From an optimization exercise on the open Yosys and OpenROAD flow, aimed at small area and a short achievable clock period; shortcuts taken in it are not production practice. Function was checked by simulation only, so behaviour that the tests miss may differ from the original. Power is estimated from default activity; no workload was simulated.

<file path="design/flow/design.v">
`timescale 1ns/1ps
module positDecode #(
  parameter int WIDTH = 16,
  parameter int ES = 1
) (
  input  logic [WIDTH-1:0] in,
  output logic isNaR,
  output logic isZero,
  output logic sign,
  output logic signed [$clog2(((WIDTH-2) << ES) + 1):0] scale,
  output logic [WIDTH-4-ES:0] frac
);
  localparam integer ScaleW = $clog2(((WIDTH-2) << ES) + 1) + 1;
  localparam integer FracW = WIDTH - 3 - ES;
  localparam integer RunW = $clog2(WIDTH) + 1;
  logic [WIDTH-1:0] mag;
  logic [WIDTH-2:0] body;
  logic [WIDTH-2:0] rest;
  logic [RunW-1:0] run;
  logic [ES-1:0] expField;
  logic signed [ScaleW-1:0] regime;
  assign mag = in[WIDTH-1] ? -in : in;
  assign body = mag[WIDTH-2:0];
  always_comb begin
    run = RunW'(WIDTH - 1);
    for (int i = 0; i < WIDTH - 1; i++) begin
      if (body[i] != body[WIDTH-2]) begin
        run = RunW'(WIDTH - 2 - i);
      end
    end
  end
  always_comb begin
    rest = body << (run + 1'b1);
    expField = rest[WIDTH-2 -: ES];
    regime = body[WIDTH-2] ? ScaleW'(run) - ScaleW'(1) : ScaleW'(0) - ScaleW'(run);
    isNaR = (in == {1'b1, {(WIDTH-1){1'b0}}});
    isZero = (in == '0);
    sign = in[WIDTH-1];
    scale = (regime <<< ES) + ScaleW'(expField);
    frac = rest[WIDTH-2-ES -: FracW];
  end
endmodule
`timescale 1ns/1ps
module positMulQuire #(
  parameter int WIDTH = 16,
  parameter int ES = 1,
  parameter int OVERFLOW = 0
) (
  input  logic aIsNaR,
  input  logic aIsZero,
  input  logic aSign,
  input  logic signed [$clog2(((WIDTH-2) << ES) + 1):0] aScale,
  input  logic [WIDTH-4-ES:0] aFrac,
  input  logic bIsNaR,
  input  logic bIsZero,
  input  logic bSign,
  input  logic signed [$clog2(((WIDTH-2) << ES) + 1):0] bScale,
  input  logic [WIDTH-4-ES:0] bFrac,
  output logic signed [4*((WIDTH-2) << ES)+1+OVERFLOW:0] term,
  output logic termNaR
);
  localparam integer FracW = WIDTH - 3 - ES;
  localparam integer QuireW = 4 * ((WIDTH-2) << ES) + 2 + OVERFLOW;
  localparam integer QuireFrac = 2 * ((WIDTH-2) << ES);
  localparam integer ProdW = 2 * (FracW + 1);
  localparam integer ExtW = QuireW + 2 * FracW;
  localparam integer ShiftW = $clog2(ExtW);
  logic [ProdW-1:0] prod;
  logic [ShiftW-1:0] shift;
  logic [ExtW-1:0] aligned;
  logic [QuireW-1:0] mag;
  always_comb begin
    prod = {1'b1, aFrac} * {1'b1, bFrac};
    shift = ShiftW'(int'(aScale) + int'(bScale) + QuireFrac);
    aligned = ExtW'(prod) << shift;
    mag = aligned[ExtW-1 -: QuireW];
    termNaR = aIsNaR || bIsNaR;
    if (termNaR || aIsZero || bIsZero) begin
      term = '0;
    end else if (aSign ^ bSign) begin
      term = -$signed(mag);
    end else begin
      term = $signed(mag);
    end
  end
endmodule
`timescale 1ns/1ps
module quireAccum #(
  parameter int WIDTH = 16,
  parameter int ES = 1,
  parameter int OVERFLOW = 0
) (
  input  logic clk,
  input  logic rst,
  input  logic clear,
  input  logic acc,
  input  logic signed [4*((WIDTH-2) << ES)+1+OVERFLOW:0] term,
  input  logic termNaR,
  output logic signed [4*((WIDTH-2) << ES)+1+OVERFLOW:0] quire,
  output logic quireNaR
);
  always_ff @(posedge clk) begin
    if (rst) begin
      quire <= '0;
      quireNaR <= 1'b0;
    end else if (clear) begin
      quire <= '0;
      quireNaR <= 1'b0;
    end else if (acc) begin
      quire <= quire + term;
      quireNaR <= quireNaR | termNaR;
    end
  end
endmodule
`timescale 1ns/1ps
module quireToPosit #(
  parameter int WIDTH = 16,
  parameter int ES = 1,
  parameter int OVERFLOW = 0
) (
  input  logic signed [4*((WIDTH-2) << ES)+1+OVERFLOW:0] quire,
  input  logic quireNaR,
  output logic isNaR,
  output logic isZero,
  output logic sign,
  output logic signed [$clog2(((WIDTH-2) << ES) + 1):0] scaleOut,
  output logic [WIDTH-4-ES:0] frac,
  output logic [1:0] trailing,
  output logic sticky
);
  localparam integer QuireW = 4 * ((WIDTH-2) << ES) + 2 + OVERFLOW;
  localparam integer QuireFrac = 2 * ((WIDTH-2) << ES);
  localparam integer MaxScale = (WIDTH-2) << ES;
  localparam integer ScaleW = $clog2(((WIDTH-2) << ES) + 1) + 1;
  localparam integer FracW = WIDTH - 3 - ES;
  localparam integer FrW = QuireW - 1;
  logic [QuireW-1:0] mag;
  logic [FrW-1:0] fr;
  logic [FrW-1:0] rem;
  int lead;
  int scale;
  int regime;
  int regimeLen;
  int keep;
  int cut;
  int mask;
  always_comb begin
    mag = quire[QuireW-1] ? -quire : quire;
    lead = 0;
    for (int i = 0; i < QuireW; i++) begin
      if (mag[i]) begin
        lead = i;
      end
    end
    fr = FrW'(mag << (QuireW - 1 - lead));
    scale = lead - QuireFrac;
    regime = scale >>> ES;
    regimeLen = (regime >= 0) ? regime + 2 : 1 - regime;
    if (regimeLen > WIDTH - 1) begin
      regimeLen = WIDTH - 1;
    end
    keep = WIDTH - 1 - regimeLen - ES;
    rem = '0;
    cut = 0;
    mask = 0;
    isNaR = quireNaR;
    isZero = !quireNaR && (mag == '0);
    sign = quire[QuireW-1];
    scaleOut = ScaleW'(scale);
    frac = '0;
    trailing = '0;
    sticky = 1'b0;
    if (scale >= MaxScale) begin
      scaleOut = ScaleW'(MaxScale);
    end else if (scale < -MaxScale) begin
      scaleOut = ScaleW'(-MaxScale);
    end else if (keep >= 0) begin
      rem = fr << keep;
      frac = fr[FrW-1 -: FracW] & ~({FracW{1'b1}} >> keep);
      trailing = rem[FrW-1 -: 2];
      sticky = |rem[FrW-3:0];
    end else begin
      cut = -keep;
      mask = (1 << cut) - 1;
      scaleOut = ScaleW'(scale & ~mask);
      if ((scale & mask) == mask) begin
        trailing[1] = (fr >> (FrW - (1 << cut))) != '0;
        trailing[0] = (fr >> (FrW - (1 << cut) + 1)) != '0;
        sticky = (fr << (1 << cut)) != '0;
      end
    end
  end
endmodule
`timescale 1ns/1ps
module positRoundEncode #(
  parameter int WIDTH = 16,
  parameter int ES = 1
) (
  input  logic isNaR,
  input  logic isZero,
  input  logic sign,
  input  logic signed [$clog2(((WIDTH-2) << ES) + 1):0] scale,
  input  logic [WIDTH-4-ES:0] frac,
  input  logic [1:0]       trailing,
  input  logic             sticky,
  output logic [WIDTH-1:0] out
);
  localparam integer ScaleW = $clog2(((WIDTH-2) << ES) + 1) + 1;
  localparam integer FracW = WIDTH - 3 - ES;
  localparam integer FullW = WIDTH + ES + FracW;
  localparam integer BodyW = WIDTH - 1;
  logic signed [ScaleW-1:0] regime;
  logic negRegime;
  logic [ES-1:0] expField;
  logic [FullW-1:0] full;
  logic [BodyW-1:0] body;
  logic roundUp;
  int runLen;
  always_comb begin
    regime = scale >>> ES;
    negRegime = regime < 0;
    expField = scale[ES-1:0];
    runLen = negRegime ? -int'(regime) : int'(regime) + 1;
    full = {negRegime, expField, frac, {(WIDTH-1){1'b0}}} >> runLen;
    if (!negRegime) begin
      full = full | ~({FullW{1'b1}} >> runLen);
    end
    body = full[FullW-1 -: BodyW];
    roundUp = trailing[1] && (trailing[0] || sticky || body[0]);
    if (roundUp && body != '1) begin
      body = body + 1'b1;
    end
    if (body == '0) begin
      body = BodyW'(1);
    end
    if (isNaR) begin
      out = {1'b1, {(WIDTH-1){1'b0}}};
    end else if (isZero) begin
      out = '0;
    end else if (sign) begin
      out = -{1'b0, body};
    end else begin
      out = {1'b0, body};
    end
  end
endmodule
`timescale 1ns/1ps
module quireDotApb #(
  parameter int WIDTH = 16,
  parameter int ES = 1,
  parameter int OVERFLOW = 14
) (
  input  logic        clk,
  input  logic        rst,
  input  logic        psel,
  input  logic        penable,
  input  logic        pwrite,
  input  logic [7:0]  paddr,
  input  logic [31:0] pwdata,
  output logic [31:0] prdata,
  output logic        pready,
  output logic        pslverr
);
  localparam integer QuireW = 4 * ((WIDTH-2) << ES) + 2 + OVERFLOW;
  localparam integer ScaleW = $clog2(((WIDTH-2) << ES) + 1) + 1;
  localparam integer FracW = WIDTH - 3 - ES;
  localparam logic [7:0] RegOpA = 8'h00;
  localparam logic [7:0] RegOpB = 8'h04;
  localparam logic [7:0] RegCtrl = 8'h08;
  localparam logic [7:0] RegResult = 8'h0C;
  localparam integer CtrlClear = 0;
  localparam integer CtrlAcc = 1;
  logic [WIDTH-1:0] opA;
  logic [WIDTH-1:0] opB;
  logic [WIDTH-1:0] result;
  logic access;
  logic addrHit;
  logic wrEn;
  logic ctrlWr;
  logic clear;
  logic acc;
  logic signed [QuireW-1:0] term;
  logic signed [QuireW-1:0] quire;
  logic termNaR;
  logic quireNaR;
  logic [1:0] trailing;
  logic sticky;
  logic aIsNaR, aIsZero, aSign;
  logic signed [ScaleW-1:0] aScale;
  logic [FracW-1:0] aFrac;
  logic bIsNaR, bIsZero, bSign;
  logic signed [ScaleW-1:0] bScale;
  logic [FracW-1:0] bFrac;
  logic qIsNaR, qIsZero, qSign;
  logic signed [ScaleW-1:0] qScale;
  logic [FracW-1:0] qFrac;
  assign pready = 1'b1;
  assign access = psel && penable && pready;
  assign addrHit = (paddr == RegOpA) || (paddr == RegOpB) || (paddr == RegCtrl) ||
                   (paddr == RegResult);
  assign pslverr = access && (!addrHit || (pwrite && paddr == RegResult));
  assign wrEn = access && pwrite && !pslverr;
  assign ctrlWr = wrEn && (paddr == RegCtrl);
  assign clear = ctrlWr && pwdata[CtrlClear];
  assign acc = ctrlWr && pwdata[CtrlAcc];
  always_ff @(posedge clk) begin
    if (rst) begin
      opA <= '0;
      opB <= '0;
    end else if (wrEn) begin
      if (paddr == RegOpA) begin
        opA <= pwdata[WIDTH-1:0];
      end
      if (paddr == RegOpB) begin
        opB <= pwdata[WIDTH-1:0];
      end
    end
  end
  always_comb begin
    case (paddr)
      RegOpA:    prdata = 32'(opA);
      RegOpB:    prdata = 32'(opB);
      RegResult: prdata = 32'(result);
      default:   prdata = '0;
    endcase
  end
  positDecode #(.WIDTH(WIDTH), .ES(ES)) decA (
    .in(opA), .isNaR(aIsNaR), .isZero(aIsZero), .sign(aSign), .scale(aScale), .frac(aFrac)
  );
  positDecode #(.WIDTH(WIDTH), .ES(ES)) decB (
    .in(opB), .isNaR(bIsNaR), .isZero(bIsZero), .sign(bSign), .scale(bScale), .frac(bFrac)
  );
  positMulQuire #(.WIDTH(WIDTH), .ES(ES), .OVERFLOW(OVERFLOW)) mul (
    .aIsNaR, .aIsZero, .aSign, .aScale, .aFrac,
    .bIsNaR, .bIsZero, .bSign, .bScale, .bFrac,
    .term,
    .termNaR
  );
  quireAccum #(.WIDTH(WIDTH), .ES(ES), .OVERFLOW(OVERFLOW)) accum (
    .clk,
    .rst,
    .clear,
    .acc,
    .term,
    .termNaR,
    .quire,
    .quireNaR
  );
  quireToPosit #(.WIDTH(WIDTH), .ES(ES), .OVERFLOW(OVERFLOW)) norm (
    .quire,
    .quireNaR,
    .isNaR(qIsNaR), .isZero(qIsZero), .sign(qSign), .scaleOut(qScale), .frac(qFrac),
    .trailing,
    .sticky
  );
  positRoundEncode #(.WIDTH(WIDTH), .ES(ES)) enc (
    .isNaR(qIsNaR), .isZero(qIsZero), .sign(qSign), .scale(qScale), .frac(qFrac),
    .trailing,
    .sticky,
    .out(result)
  );
endmodule
</file>
<file path="design/flow/run.sh">
#!/bin/bash
# synth_recipe.tcl (not shown) runs the flow's synth.tcl, then flattens the netlist and writes it again
# the make line also repeats each setting of config.mk as NAME=value (left out here)
make -C /OpenROAD-flow-scripts/flow DESIGN_CONFIG=/design/flow/config.mk WORK_HOME=/design/flow/orfs CLKGATE_MAP_FILE= SYNTH_SCRIPT=/design/flow/synth_recipe.tcl finish
</file>
<file path="design/flow/config.mk">
export PLATFORM = sky130hd
export DESIGN_NAME = quireDotApb
export DESIGN_NICKNAME = quireDotApb
export VERILOG_FILES = /design/flow/design.v
export SDC_FILE = /design/flow/constraint.sdc
export NUM_CORES = 4
export LEC_CHECK = 0
export CAP_MARGIN = 20
export CORE_MARGIN = 2
export CORE_UTILIZATION = 25
export PLACE_DENSITY = 0.35
export SETUP_SLACK_MARGIN = 0.5
export SLEW_MARGIN = 20
</file>
<file path="design/flow/constraint.sdc">
create_clock -name core_clock -period 22.0 [get_ports {clk}]
set_input_delay 4.4000 -clock core_clock [delete_from_list [all_inputs] [get_ports {clk}]]
set_output_delay 4.4000 -clock core_clock [all_outputs]
set_load 0.01 [all_outputs]
</file>
==> metrics.cfg <==
[logic_synthesis]
ys.flop_type = dfxtp_1
synth.most_common_cell = nand2_1
synth_top_area_share_pct = 7.486
ys_top_cells_by_area = nand2_1, a21oi_1, nor2_1
seq_area_frac_synth_pct = 4.099
yosys_warnings = 6
synth_top_cell_by_area = nand2_1
netlist_area_um2 = 78620
synth.top_cells.by_count = nand2_1, nor2_1, a21oi_1
ys_ff_latch = 161
synth_cells = 12680
synthDistinctLibCells = 142
postSynthAreaPerCell_um2 = 6.201
synthArstFlopShare_pct = 0
synth_edf_count = 0

[global_route]
antenna_found_initial = 97
grt_pass1_vias = 105303
gr-total-overflow = 0
grt_start_max_net_pins = 175
grtUsageTotal_pct = 43.10
grt_pass1_wl_um = 957900

[clock_network]
clockBufferDepth = 3
clkSinkCount = 161
clkTransAtPathRegs_ns = 0.06
insertion_delay_ns = 0.53
cts-root-buf = clkbuf_16
cts_tree = built
h-tree-depth = 4
numCtsBuffers = 25

[final_layout]
drive_gt1_share_pct = 12.78
multi_input_area_um2 = 71470
instances_no_fill = 16777
ff_latch_area_um2 = 3229
n_fill_cell = 35188
area_growth_pct = 14.39
layout.nets = 12974

[worst_setup_path]
required_ns = 17.60
cp_max_fo = 79
critical_path_class = flip-flop to output port
slowest_stage = a21oi_1
cpMostUsedCell = buf_4
endpoint_kind = output port
cp.arrival_ns = 17.22
start_kind = flip-flop
cp_slowest_stage_delay_ns = 0.89

[route]
first_pass_iters = 9
drc_errors = 0
wl_um = 726300
via_per_inst = 7.017
vias = 117728
drtIter0Drc = 19776
avgRoutedWirePerCell_um = 43.29
ant_nets = 0

[sta]
period_share_pct = 98.29
setup_viol = 0
hold_viol = 0
tightest_slew_ns = 1.380
rsz0062_at_grt = no
relSlewSlack_pct = 8.021
final.min_clock_period_ns = 21.62
final.setup.tns_ns = 0
finClkSkew_ns = 0.03860
report.final.slew_viol_count = 0
clock.fmax_ghz = 0.04624

[power_and_ir_drop]
leakagePower_nw = 33.94
p_int_mw = 0.5266
p_switching_mw = 0.2170
pwr_density_cell_nw_per_um2 = 8.268
p_comb_share_pct = 11.8
peakVddDrop_mv = 0.04221
pwr-share-clk_pct = 49.0
swShare_pct = 29.18
seqPwrFrac_pct = 39.2

[placement]
place_congestion = 1.098
port_buffers = 45
place_hpwl_um = 573200
dp.cells = 16645

[floorplanning]
num_rows = 205
die_w_um = 564.8
die_y_um = 564.8
ioPinCount = 79
die_area_um2 = 319000
initial_core_util_pct = 25.17
core_um2 = 312400

[run]
cap_violations = 0

[min_path]
min_path_type = flip-flop to flip-flop

[outcome]
status = no timing/DRC/antenna violations

==> registers in the layout, summed over array words and instances, names as in the netlist <==
signal          flops
opB                16
accum.quireNaR      1
opA                16
accum.quire       128
==> cell usage in the layout (no fill, tap or decap), types with 71 or more instances in the layout <==
cell and count:
buf_4 898, a31oi_1 217, and3_1 71, nor4_1 137, a22oi_1 322, o21ai_1 97
a211oi_1 217, o21ai_0 801, nor2_1 1214, o2111ai_1 75, a21o_1 138, nor3_1 504
dfxtp_1 158, xor2_1 191, fa_1 123, o22ai_1 339, o211ai_1 357, mux2i_1 235
a21oi_1 1136, a221oi_1 90, or3_1 117, nand2_1 1552, o221ai_1 88, o31ai_1 120
ha_1 230, and2_1 81, nand4_1 163, inv_1 301, a32oi_1 73, nand3_1 566
xnor2_1 266
==> power by group through the flow <==
stage	registers (mW)	logic (mW)	clock network [mW]
finish	0.291	0.0877	0.365
global placement	0.298	0.0808	0
CTS	0.291	0.0810	0.376
floorplan	0.298	0.0406	0
global route	0.291	0.0883	0.388
detailed placement	0.298	0.0807	0
==> kinds of logic after synthesis <==
kind of cell	share of synthesized area (%)
muxes	3.990
adders and majority gates	6.900
AOI/OAI and AO/OA	42.48
and+or+nand+nor	29.46
DFF	4.099
buffers and inverters	7.734
xor gates and xnor gates	5.334
other	0.009552
==> per-stage QoR <==
step / util (%) / setup WS [ns] / power (mW) / area (um2) / hold WS [ns]
after CTS: 28.35 / 0.4561 / 0.7482 / 88580 / 0.5036
after global routing: 28.75 / 0.4972 / 0.7675 / 89820 / 0.5315
after global placement: 28.00 / -0.01556 / 0.3787 / 87470 / 0.4903
final: 28.79 / 0.3752 / 0.7436 / 89940 / 0.5052
after detailed placement: 28.09 / -0.1802 / 0.3786 / 87750 / 0.4936
after floorplan: - / 0.5184 / 0.3386 / 78700 / 0.4619
==> area by class of cell <==
type                    instances  area share [%]
multi-input cells           11069           79.47
well taps                    4140           5.759
clock inverters                 5         0.03339
diodes                         61          0.1697
clock buffers                  28          0.7415
repair buffers                989           8.858
inverters                     324           1.377
flip-flops and latches        161           3.591
==> per-layer routing <==
layer	up-vias	global-route usage [%]	routed length, um
li1	48138	-	-
met1	59164	58.83	313100
met2	8865	56.23	270400
met3	1497	21.39	107800
met4	64	15.92	32290
met5	-	3.988	2706
==> worst max-delay path, delay by kind of cell, from the launching register on <==
family | cells | cell delay [ns]
AND/OR/NAND/NOR | 16 | 7.25
AO/OA/AOI/OAI | 17 | 5.25
buffers and inverters | 11 | 3.00
flip-flops | 1 | 0.42
XOR/XNOR | 2 | 0.28
adder cells (fa/ha/maj) | 1 | 0.22
==> final timing paths <==
check	depth (start not counted)	slack [ns]	end	start
worst min-delay path	2	0.51	opB[11]$_SDFFE_PP0P_	opB[11]$_SDFFE_PP0P_
worst max register to register	72	2.00	accum.quire[127]$_SDFFE_PP0P_	opB[0]$_SDFFE_PP0P_
worst min register to register	2	0.51	opB[11]$_SDFFE_PP0P_	opB[11]$_SDFFE_PP0P_
worst max-delay path	47	0.38	prdata[10]	accum.quire[39]$_SDFFE_PP0P_
==> what timing repair did <==
action                     CTS  global route
pin swaps                    3            16
resized for setup           23           170
setup endpoints to repair   17            59
hold buffers                 0             0
setup buffers                4            26

==> separate check: timing with driven ports <==
The results above use ideal ports. As a check the final layout listed here was re-extracted and re-timed, cells and wires unchanged. Step 1, drivers: a clkbuf_16 drives clk and a buf_2 each remaining input, both assumed. Step 2 adds t to the input delays and takes it off the output delays; t is the mean of the earliest and latest rising clock arrival at the registers after step 1. Input paths then give back, and output paths get back, about the clock's delay inside the block. Slacks: no drivers / after step 1 / after step 2; pairs: no drivers / after step 1.
t, ns: 0.587
slack for setup (ns): 0.375 / 0.303 / 0.889
worst setup path at the end: register to output
worst slew at a driven data input, ns: 0.06
After both steps this run still meets setup and hold. The setup slack of this run moves by -0.072 ns with the drivers and by +0.514 ns with both steps.
